This is an optimization exercise on Yosys and OpenROAD, whose aim is small area, a short achievable clock period and few clock cycles per item, not a production implementation.
The RTL was checked by simulation tests, not by an equivalence proof against the original design.
No activity file was given, so power comes from the tool's default toggle rates.

[flow/constraint.sdc]
create_clock -name core_clock -period 10.0 [get_ports {clk}]
set_input_delay 2.0000 -clock core_clock [delete_from_list [all_inputs] [get_ports {clk}]]
set_output_delay 2.0000 -clock core_clock [all_outputs]
set_load 0.01 [all_outputs]
[flow/run.sh]
#!/bin/bash
# synth_recipe.tcl (not shown) runs the flow's synth.tcl, then flattens the netlist and writes it again
# the make line also repeats each setting of config.mk as NAME=value (left out here)
make -C /OpenROAD-flow-scripts/flow DESIGN_CONFIG=/design/flow/config.mk WORK_HOME=/design/flow/orfs CLKGATE_MAP_FILE= SYNTH_SCRIPT=/design/flow/synth_recipe.tcl finish
[flow/design.v]
package ird_pkg;
  localparam int X_W       = 16;   
  localparam int COEF_W    = 18;   
  localparam int FRAC_W    = 14;
  localparam int ACC_W     = 40;   
  localparam int MUL_B_W   = 21;   
  localparam int HALF_W    = 20;   
  localparam int PROD_W    = COEF_W + MUL_B_W;
  localparam int SUM_W     = 61;   
  localparam int MAX_ORDER = 3;
  localparam int IDX_W     = 2;
  localparam int CFG_IDX_W = 3;
  localparam logic [CFG_IDX_W-1:0] REG_POLARITY = 3'd0;
  localparam logic [CFG_IDX_W-1:0] REG_B0       = 3'd1;
  localparam logic [CFG_IDX_W-1:0] REG_B1       = 3'd2;
  localparam logic [CFG_IDX_W-1:0] REG_B2       = 3'd3;
  localparam logic [CFG_IDX_W-1:0] REG_B3       = 3'd4;
  localparam logic [CFG_IDX_W-1:0] REG_A1       = 3'd5;
  localparam logic [CFG_IDX_W-1:0] REG_A2       = 3'd6;
  localparam logic [CFG_IDX_W-1:0] REG_A3       = 3'd7;
  localparam logic signed [COEF_W-1:0] B0_RESET = 18'sd16384;
  typedef enum logic [1:0] {
    ST_IDLE,
    ST_RUN,
    ST_DRAIN,
    ST_DONE
  } state_t;
  typedef enum logic [1:0] {
    OP_BX,    
    OP_AYH,   
    OP_AYL    
  } op_t;
  typedef struct packed {
    logic             load_x;
    logic             mul_go;
    op_t              op;
    logic [IDX_W-1:0] idx;
    logic             finish;
  } cmd_t;
endpackage
module ird_ctrl #(
  parameter int ORDER = 3
) (
  input  logic          clk,
  input  logic          rst_n,
  input  logic          in_valid,
  output logic          in_stall,
  output logic          out_valid,
  input  logic          out_stall,
  output ird_pkg::cmd_t cmd_o
);
  ird_pkg::state_t                state_r, state_nxt;
  ird_pkg::op_t                   op_r, op_nxt;
  logic [ird_pkg::IDX_W-1:0]      idx_r, idx_nxt;
  logic                           out_valid_r, out_valid_nxt;
  ird_pkg::cmd_t                  cmd_c;
  always_ff @(posedge clk) begin
    if (!rst_n) begin
      state_r     <= ird_pkg::ST_IDLE;
      op_r        <= ird_pkg::OP_BX;
      idx_r       <= '0;
      out_valid_r <= 1'b0;
    end else begin
      state_r     <= state_nxt;
      op_r        <= op_nxt;
      idx_r       <= idx_nxt;
      out_valid_r <= out_valid_nxt;
    end
  end
  always_comb begin
    state_nxt = state_r;
    op_nxt    = op_r;
    idx_nxt   = idx_r;
    cmd_c     = '0;
    cmd_c.op  = op_r;
    cmd_c.idx = idx_r;
    case (state_r)
      ird_pkg::ST_IDLE: begin
        if (in_valid) begin
          cmd_c.load_x = 1'b1;
          state_nxt    = ird_pkg::ST_RUN;
          op_nxt       = ird_pkg::OP_BX;
          idx_nxt      = '0;
        end
      end
      ird_pkg::ST_RUN: begin
        cmd_c.mul_go = 1'b1;
        case (op_r)
          ird_pkg::OP_BX: begin
            if (idx_r == '0) begin
              idx_nxt = idx_r + 1'b1;
            end else begin
              op_nxt = ird_pkg::OP_AYH;
            end
          end
          ird_pkg::OP_AYH: begin
            op_nxt = ird_pkg::OP_AYL;
          end
          ird_pkg::OP_AYL: begin
            if (idx_r == ird_pkg::IDX_W'(ORDER)) begin
              state_nxt = ird_pkg::ST_DRAIN;
            end else begin
              op_nxt  = ird_pkg::OP_BX;
              idx_nxt = idx_r + 1'b1;
            end
          end
          default: begin
            state_nxt = ird_pkg::ST_IDLE;
          end
        endcase
      end
      ird_pkg::ST_DRAIN: begin
        state_nxt = ird_pkg::ST_DONE;
      end
      ird_pkg::ST_DONE: begin
        if (!out_valid_r || !out_stall) begin
          cmd_c.finish = 1'b1;
          state_nxt    = ird_pkg::ST_IDLE;
        end
      end
      default: begin
        state_nxt = ird_pkg::ST_IDLE;
      end
    endcase
    out_valid_nxt = cmd_c.finish | (out_valid_r & out_stall);
  end
  assign cmd_o     = cmd_c;
  assign in_stall  = (state_r != ird_pkg::ST_IDLE);
  assign out_valid = out_valid_r;
endmodule
module ird_dp #(
  parameter int ORDER = 3
) (
  input  logic                                   clk,
  input  logic                                   rst_n,
  input  logic                                   cfg_wr_en,
  input  logic [ird_pkg::CFG_IDX_W-1:0]          cfg_index,
  input  logic [ird_pkg::COEF_W-1:0]             cfg_data,
  input  logic signed [ird_pkg::X_W-1:0]         in_sample_in,
  input  ird_pkg::cmd_t                          cmd_i,
  output logic signed [ird_pkg::X_W-1:0]         out_filtered_out,
  output logic signed [ird_pkg::X_W-1:0]         out_rectified_out,
  output logic signed [ird_pkg::X_W-1:0]         out_derivative_out,
  output logic                                   out_derivative_valid
);
  localparam int ACC_W  = ird_pkg::ACC_W;
  localparam int PROD_W = ird_pkg::PROD_W;
  localparam int SUM_W  = ird_pkg::SUM_W;
  localparam int FRAC_W = ird_pkg::FRAC_W;
  localparam int X_W    = ird_pkg::X_W;
  localparam int HALF_W = ird_pkg::HALF_W;
  logic                               pol_r;
  logic signed [ird_pkg::COEF_W-1:0]  b_r [ird_pkg::MAX_ORDER+1];
  logic signed [ird_pkg::COEF_W-1:0]  a_r [ird_pkg::MAX_ORDER];
  logic signed [ACC_W-1:0]            d_r [ird_pkg::MAX_ORDER];
  logic signed [X_W-1:0]              hist0_r, hist1_r;
  logic [1:0]                         cnt_r;
  logic signed [X_W-1:0]              x_r;
  logic signed [PROD_W-1:0]           prod_r;
  logic                               acc_vld_r;
  ird_pkg::op_t                       acc_op_r;
  logic [ird_pkg::IDX_W-1:0]          acc_idx_r;
  logic signed [ACC_W-1:0]            y_r;
  logic signed [ACC_W:0]              t_r;
  logic signed [SUM_W-1:0]            acc_r;
  logic signed [X_W-1:0]              filt_r;
  logic signed [ird_pkg::COEF_W-1:0]  mul_a;
  logic signed [ird_pkg::MUL_B_W-1:0] mul_b;
  logic signed [ACC_W:0]              prod_ext;
  logic signed [ACC_W:0]              y_sum;
  logic signed [ACC_W-1:0]            y_nxt;
  logic signed [ACC_W-1:0]            d_next_in;
  logic signed [ACC_W:0]              t_nxt;
  logic signed [SUM_W-1:0]            acc_nxt;
  logic signed [SUM_W-1:0]            fb_sum;
  logic signed [ACC_W-1:0]            d_new;
  logic signed [ACC_W:0]              y_round;
  logic signed [ACC_W-FRAC_W:0]       y_int;
  logic signed [X_W-1:0]              filt_nxt;
  logic signed [X_W-1:0]              rect;
  logic signed [X_W:0]                diff;
  logic signed [X_W:0]                half;
  logic                               dvalid;
  always_comb begin
    case (cmd_i.idx)
      2'd1:    mul_a = (cmd_i.op == ird_pkg::OP_BX) ? b_r[1] : a_r[0];
      2'd2:    mul_a = (cmd_i.op == ird_pkg::OP_BX) ? b_r[2] : a_r[1];
      2'd3:    mul_a = (cmd_i.op == ird_pkg::OP_BX) ? b_r[3] : a_r[2];
      default: mul_a = b_r[0];
    endcase
    case (cmd_i.op)
      ird_pkg::OP_AYH: mul_b = {y_r[ACC_W-1], y_r[ACC_W-1:HALF_W]};
      ird_pkg::OP_AYL: mul_b = {1'b0, y_r[HALF_W-1:0]};
      default:         mul_b = {{(ird_pkg::MUL_B_W-X_W){x_r[X_W-1]}}, x_r};
    endcase
  end
  assign prod_ext = {{(ACC_W+1-PROD_W){prod_r[PROD_W-1]}}, prod_r};
  assign y_sum = prod_ext + {d_r[0][ACC_W-1], d_r[0]};
  always_comb begin
    if (y_sum[ACC_W] != y_sum[ACC_W-1]) begin
      y_nxt = y_sum[ACC_W] ? {1'b1, {(ACC_W-1){1'b0}}} : {1'b0, {(ACC_W-1){1'b1}}};
    end else begin
      y_nxt = y_sum[ACC_W-1:0];
    end
  end
  always_comb begin
    case (acc_idx_r)
      2'd1:    d_next_in = d_r[1];
      2'd2:    d_next_in = d_r[2];
      default: d_next_in = '0;
    endcase
    if (acc_idx_r >= ird_pkg::IDX_W'(ORDER)) begin
      d_next_in = '0;
    end
  end
  assign t_nxt = prod_ext + {d_next_in[ACC_W-1], d_next_in};
  assign acc_nxt = $signed({{(SUM_W-ACC_W-1-FRAC_W){t_r[ACC_W]}}, t_r,
                            {1'b0, {(FRAC_W-1){1'b1}}}})
                 - $signed({{(SUM_W-PROD_W-HALF_W){prod_r[PROD_W-1]}}, prod_r,
                            {HALF_W{1'b0}}});
  assign fb_sum  = acc_r - $signed({{(SUM_W-PROD_W){prod_r[PROD_W-1]}}, prod_r});
  always_comb begin
    if (fb_sum[SUM_W-1:FRAC_W+ACC_W-1] != {(SUM_W-FRAC_W-ACC_W+1){fb_sum[SUM_W-1]}}) begin
      d_new = fb_sum[SUM_W-1] ? {1'b1, {(ACC_W-1){1'b0}}} : {1'b0, {(ACC_W-1){1'b1}}};
    end else begin
      d_new = fb_sum[FRAC_W+ACC_W-1:FRAC_W];
    end
  end
  assign y_round = {y_r[ACC_W-1], y_r} + $signed((ACC_W+1)'(1) <<< (FRAC_W-1));
  assign y_int   = y_round[ACC_W:FRAC_W];
  always_comb begin
    if (y_int[ACC_W-FRAC_W:X_W-1] != {(ACC_W-FRAC_W-X_W+2){y_int[ACC_W-FRAC_W]}}) begin
      filt_nxt = y_int[ACC_W-FRAC_W] ? {1'b1, {(X_W-1){1'b0}}} : {1'b0, {(X_W-1){1'b1}}};
    end else begin
      filt_nxt = y_int[X_W-1:0];
    end
  end
  always_comb begin
    if (pol_r) begin
      rect = (filt_r > 0) ? '0 : filt_r;
    end else begin
      rect = (filt_r < 0) ? '0 : filt_r;
    end
    diff   = {rect[X_W-1], rect} - {hist1_r[X_W-1], hist1_r};
    half   = (diff + $signed({{X_W{1'b0}}, diff[X_W]})) >>> 1;
    dvalid = (cnt_r >= 2'd2);
  end
  always_ff @(posedge clk) begin
    if (!rst_n) begin
      pol_r     <= 1'b0;
      b_r[0]    <= ird_pkg::B0_RESET;
      b_r[1]    <= '0;
      b_r[2]    <= '0;
      b_r[3]    <= '0;
      a_r[0]    <= '0;
      a_r[1]    <= '0;
      a_r[2]    <= '0;
      d_r[0]    <= '0;
      d_r[1]    <= '0;
      d_r[2]    <= '0;
      hist0_r   <= '0;
      hist1_r   <= '0;
      cnt_r     <= '0;
      acc_vld_r <= 1'b0;
    end else begin
      acc_vld_r <= cmd_i.mul_go;
      if (cfg_wr_en) begin
        case (cfg_index)
          ird_pkg::REG_POLARITY: pol_r  <= cfg_data[0];
          ird_pkg::REG_B0:       b_r[0] <= cfg_data;
          ird_pkg::REG_B1:       b_r[1] <= cfg_data;
          ird_pkg::REG_B2:       b_r[2] <= cfg_data;
          ird_pkg::REG_B3:       b_r[3] <= cfg_data;
          ird_pkg::REG_A1:       a_r[0] <= cfg_data;
          ird_pkg::REG_A2:       a_r[1] <= cfg_data;
          ird_pkg::REG_A3:       a_r[2] <= cfg_data;
          default: ;
        endcase
      end
      if (acc_vld_r && acc_op_r == ird_pkg::OP_AYL) begin
        case (acc_idx_r)
          2'd1:    d_r[0] <= d_new;
          2'd2:    d_r[1] <= d_new;
          2'd3:    d_r[2] <= d_new;
          default: ;
        endcase
      end
      if (cmd_i.finish) begin
        hist1_r <= hist0_r;
        hist0_r <= rect;
        if (cnt_r != 2'd3) begin
          cnt_r <= cnt_r + 1'b1;
        end
      end
    end
  end
  always_ff @(posedge clk) begin
    filt_r <= filt_nxt;
    if (cmd_i.load_x) begin
      x_r <= in_sample_in;
    end
    if (cmd_i.mul_go) begin
      prod_r    <= mul_a * mul_b;
      acc_op_r  <= cmd_i.op;
      acc_idx_r <= cmd_i.idx;
    end
    if (acc_vld_r) begin
      case (acc_op_r)
        ird_pkg::OP_BX: begin
          if (acc_idx_r == '0) begin
            y_r <= y_nxt;
          end else begin
            t_r <= t_nxt;
          end
        end
        ird_pkg::OP_AYH: acc_r <= acc_nxt;
        default: ;
      endcase
    end
    if (cmd_i.finish) begin
      out_filtered_out     <= filt_r;
      out_rectified_out    <= rect;
      out_derivative_out   <= dvalid ? half[X_W-1:0] : '0;
      out_derivative_valid <= dvalid;
    end
  end
endmodule
module iir_rectify_derivative_core #(
  parameter int ORDER = 3
) (
  input  logic                                   clk,
  input  logic                                   rst_n,
  input  logic                                   cfg_wr_en,
  input  logic [ird_pkg::CFG_IDX_W-1:0]          cfg_index,
  input  logic [ird_pkg::COEF_W-1:0]             cfg_data,
  input  logic                                   in_valid,
  output logic                                   in_stall,
  input  logic signed [ird_pkg::X_W-1:0]         in_sample_in,
  output logic                                   out_valid,
  input  logic                                   out_stall,
  output logic signed [ird_pkg::X_W-1:0]         out_filtered_out,
  output logic signed [ird_pkg::X_W-1:0]         out_rectified_out,
  output logic signed [ird_pkg::X_W-1:0]         out_derivative_out,
  output logic                                   out_derivative_valid
);
  ird_pkg::cmd_t cmd;
  ird_ctrl #(
    .ORDER (ORDER)
  ) u_ctrl (
    .clk       (clk),
    .rst_n     (rst_n),
    .in_valid  (in_valid),
    .in_stall  (in_stall),
    .out_valid (out_valid),
    .out_stall (out_stall),
    .cmd_o     (cmd)
  );
  ird_dp #(
    .ORDER (ORDER)
  ) u_dp (
    .clk                  (clk),
    .rst_n                (rst_n),
    .cfg_wr_en            (cfg_wr_en),
    .cfg_index            (cfg_index),
    .cfg_data             (cfg_data),
    .in_sample_in         (in_sample_in),
    .cmd_i                (cmd),
    .out_filtered_out     (out_filtered_out),
    .out_rectified_out    (out_rectified_out),
    .out_derivative_out   (out_derivative_out),
    .out_derivative_valid (out_derivative_valid)
  );
endmodule
[flow/config.mk]
export PLATFORM = sky130hd
export DESIGN_NAME = iir_rectify_derivative_core
export DESIGN_NICKNAME = iir_rectify_derivative_core
export VERILOG_FILES = /design/flow/design.v
export SDC_FILE = /design/flow/constraint.sdc
export NUM_CORES = 4
export LEC_CHECK = 0
export CAP_MARGIN = 20
export CORE_MARGIN = 2
export CORE_UTILIZATION = 40
export SLEW_MARGIN = 20
==> results.sh <==
export IMPL_coreArea_um2=110000
export IMPL_ctsLongestPathBuffers=3
export IMPL_synth_ff_type="dfxtp_1"
export IMPL_period_share_pct=88.2
export IMPL_r2r_start="u_ctrl.op_r[0]"
export IMPL_yosysWarningCount=5
export IMPL_tritoncts="yes"
export IMPL_cts_inserted_buffers=60
export IMPL_layout_area_overhead_vs_synth_pct=10.1
export IMPL_start_util_pct=40.2
export IMPL_muxShareOfSynthArea_pct=1.25
export IMPL_path_common_cell="a21o_1"
export IMPL_grt_start_max_net_pins=100
export IMPL_crit_fanout=21
export IMPL_synth_cells=4963
export IMPL_antenna_found_initial=2
export IMPL_power_density_nw_per_um2=234
export IMPL_hold_buffers=0
export IMPL_synth_cell_type_count=94
export IMPL_synth_top_family_by_area="adder cells"
export IMPL_die_y_um=337
export IMPL_post_drt_wl_per_cell_um=20.5
export IMPL_cp_arrival_ns=9.19
export IMPL_wl_um=133000
export IMPL_ys_ff_latch=540
export IMPL_hold_class="register to register"
export IMPL_die_w_um=337
export IMPL_crit_type="register to register"
export IMPL_globalplace_congestion=0.943
export IMPL_grt_pass1_wl_um=206000
export IMPL_syn_nets=5682
export IMPL_fmax_ghz=0.113
export IMPL_num_io_pins=93
export IMPL_slew_viol_final=0
export IMPL_ys_async_sr_fraction_pct=0
export IMPL_cap_violations=0
export IMPL_vdd_drop_max_mv=0.229
export IMPL_p_leak_nw=20.4
export IMPL_ant_nets=0
export IMPL_switching_share_pct=45.4
export IMPL_drive_gt1_share_pct=5.55
export IMPL_crit_required_ns=10.37
export IMPL_synth_edf_count=235
export IMPL_cp_slowest_stage_delay_ns=0.63
export IMPL_synth_area_um2=44300
export IMPL_rsz0062_at_grt="no"
export IMPL_finalHoldViolCount=0
export IMPL_timing_setup_tns_ns=0
export IMPL_stdcell_count=6499
export IMPL_p_int_w=0.00623
export IMPL_post_cts_buffers=0
export IMPL_synth_compound_area_share_pct=17.5
export IMPL_setup_viol=0
export IMPL_viasPerCell=5.54
export IMPL_p_comb_share_pct=54.4
export IMPL_slew_headroom_pct=23.9
export IMPL_crit_start="u_ctrl.op_r[0]"
export IMPL_clock_sinks=540
export IMPL_startpoint_type="register"
export IMPL_htreeDepth=2
export IMPL_hold_slack_ns=0.421
export IMPL_dr_pass1_iters=5
export IMPL_clkLatencyLatePin_ns=0.65
export IMPL_layout_nets=5678
export IMPL_num_rows=122
export IMPL_synth_top_area_share_pct=17.3
export IMPL_track_usage_pct=23.4
export IMPL_synth_adder_area_share_pct=25.7
export IMPL_cts_clk_slew_worst_paths_ns=0.06
export IMPL_slowest_stage="mux2i_1"
export IMPL_drc=0
export IMPL_grt_overflow_total=0
export IMPL_finalCriticalPeriod_ns=8.82
export IMPL_post_place_cells=6385
export IMPL_yosys_area_share_simple_pct=14.6
export IMPL_die_area_um2=113000
export IMPL_grt_pass1_vias=35678
export IMPL_ys_seq_area_share_pct=29.7
export IMPL_synthXorXnorAreaFrac_pct=4.25
export IMPL_p_seq_share_pct=25.8
export IMPL_finalClockSkew_ns=0.0229
export IMPL_port_buffers=92
export IMPL_cp_end_kind="register"
export IMPL_diodes=0
export IMPL_hp_start="u_dp.t_r[1]"
export IMPL_yosysTopAreaCell="fa_1"
export IMPL_status="no timing/DRC/antenna violations"
export IMPL_power_switching_w=0.00519
export IMPL_cts_repair_resized=0
export IMPL_drt_iter0_drc=2911
export IMPL_root_buffer="clkbuf_16"
export IMPL_worstMarginPinSlew_ns=1.14
export IMPL_num_vias=36013
export IMPL_clkPwrFrac_pct=19.8
export IMPL_dp_hpwl_um=101000
export IMPL_synthTopCellsByArea="fa_1, edfxtp_1, dfxtp_1"
export IMPL_syn_avg_cell_area_um2=8.93
layout by cell type (no fill, tap or decap), types with 19 or more instances in the layout:
cell type,instances
dfxtp_1,305
xnor2_1,140
mux2i_1,26
nand2_1,719
clkbuf_16,63
edfxtp_1,235
nor3_1,53
a21oi_1,489
ha_1,293
clkdlybuf4s50_1,92
a31oi_1,29
xor2_1,75
o21ai_0,125
or3_1,19
nand2b_1,32
nor2_1,312
nand3_1,53
mux2_2,25
a211oi_1,29
fa_1,382
buf_4,68
nor2b_1,51
and2_1,83
and3_1,22
inv_1,573
a22oi_1,78
o31ai_1,98
a21o_1,115
o21a_1,33
o21bai_1,28
nand4_1,37
o21ai_1,19
power groups by stage:
stage	Clock [W]	Combinational [W]	Sequential (W)
2_1_floorplan	0	0.00440	0.00277
3_3_place_gp	0	0.00607	0.00297
3_5_place_dp	0	0.00612	0.00297
4_1_cts	0.00230	0.00615	0.00293
5_1_grt	0.00238	0.00688	0.00293
6_report	0.00226	0.00622	0.00294
per-layer routing:
metal / vias up / track usage [%] / wire length (µm) / share of wire [%]
met3: 261 / 3.75 / 9320 / 7.0
met1: 17852 / 31.4 / 57500 / 43
met2: 1102 / 38.2 / 61500 / 46
li1: 16798 / - / - / -
met4: 0 / 7.95 / 4740 / 3.6
met5: - / 0 / 0 / 0
sequential cells by signal (all words and copies together), names as in the netlist, 39 cells and up, named ones only:
| register | flops |
|---|---|
| u_dp.d_r | 120 |
| u_dp.b_r | 72 |
| u_dp.a_r | 54 |
| u_dp.acc_r | 46 |
| u_dp.t_r | 41 |
| u_dp.y_r | 40 |
| u_dp.prod_r | 39 |
cell families (layout without fill, tap and decap cells):
logic type | Yosys count | count (layout)
AND/OR/NAND/NOR | 1457 | 1457
AO/OA/AOI/OAI | 1213 | 1213
buffers and inverters | 804 | 852
adder cells (fa/ha/maj) | 682 | 682
flip-flops | 540 | 540
XOR/XNOR | 215 | 215
multiplexers | 52 | 52
worst max-delay path: cells and delay by family (launching register included):
family | cells | cell delay (ns)
compound gates | 11 | 2.36
xor+xnor | 1 | 0.09
fa+ha+maj | 8 | 4.03
buf+inv | 4 | 0.53
flops | 1 | 0.33
mux | 2 | 1.00
simple gates | 1 | 0.20
worst paths after layout:
| kind | slack (ns) | endpoint | cells after the start |
|---|---|---|---|
| worst max register to register | 1.18 | u_dp.prod_r[38] | 27 |
| worst min-delay path | 0.42 | u_dp.acc_r[15] | 0 |
| worst min register to register | 0.42 | u_dp.acc_r[15] | 0 |
| worst max-delay path | 1.18 | u_dp.prod_r[38] | 27 |
cell type report:
cell class,instances,area (µm²)
fill,10884,61400
multi-input combinational,3619,28100
sequential,540,13200
inverter,576,2170
tap,1488,1860
clock buffer,85,1770
timing repair buffer,162,1450
clock inverter,29,229
synthesized netlist by cell type (all sizes together) (19+ instances only):
| cell type | n |
|---|---|
| o21bai | 28 |
| fa | 382 |
| o21a | 33 |
| edfxtp | 235 |
| mux2i | 27 |
| a22oi | 78 |
| inv | 576 |
| dfxtp | 305 |
| o31ai | 104 |
| mux2 | 25 |
| o21ai | 147 |
| a31oi | 30 |
| a21oi | 500 |
| xnor2 | 140 |
| and3 | 22 |
| buf | 36 |
| nor2b | 51 |
| a211oi | 29 |
| clkbuf | 192 |
| nor3 | 55 |
| a21o | 115 |
| and2 | 85 |
| nor2 | 322 |
| nand2 | 720 |
| nand3 | 53 |
| nand4 | 38 |
| nand2b | 32 |
| xor2 | 75 |
| ha | 295 |
| or3 | 19 |
metrics by stage:
stage / worst slack [ns] / power (W) / area (µm²) / util, %
floorplan: 1.85 / 0.00717 / 44300 / -
global route: 0.550 / 0.0122 / 48800 / 44.3
global placement: 1.47 / 0.00904 / 46800 / 42.4
detailed placement: 1.30 / 0.00910 / 46800 / 42.4
CTS: 1.23 / 0.0114 / 48800 / 44.3
finish: 1.18 / 0.0114 / 48800 / 44.3
Testbench counts, summed over its fixed seeds: cycles 33,296, items 2,560.

-- separate check: timing with driven ports --
The results above use ideal ports. As a check the final layout listed here was re-extracted and re-timed, cells and wires unchanged. Step 1 sets driving cells, clkbuf_16 on the clock port and buf_2 on the other inputs (assumed; they add their load-dependent delay and slew). Step 2 also shifts input and output timing later by t, the mid clock arrival at the registers, as if the neighbouring blocks saw the same clock. Slacks: ideal / step 1 / step 2; pairs: ideal / step 1.
t, ns: 0.712
slack for setup (ns): 1.177 / 1.177 / 1.177
hold slack, ns: 0.421 / 0.421 / 0.421
After both steps setup and hold are still met in this run. For this run, drivers alone change the setup slack by 0.000 ns; drivers and shift together by 0.000 ns.
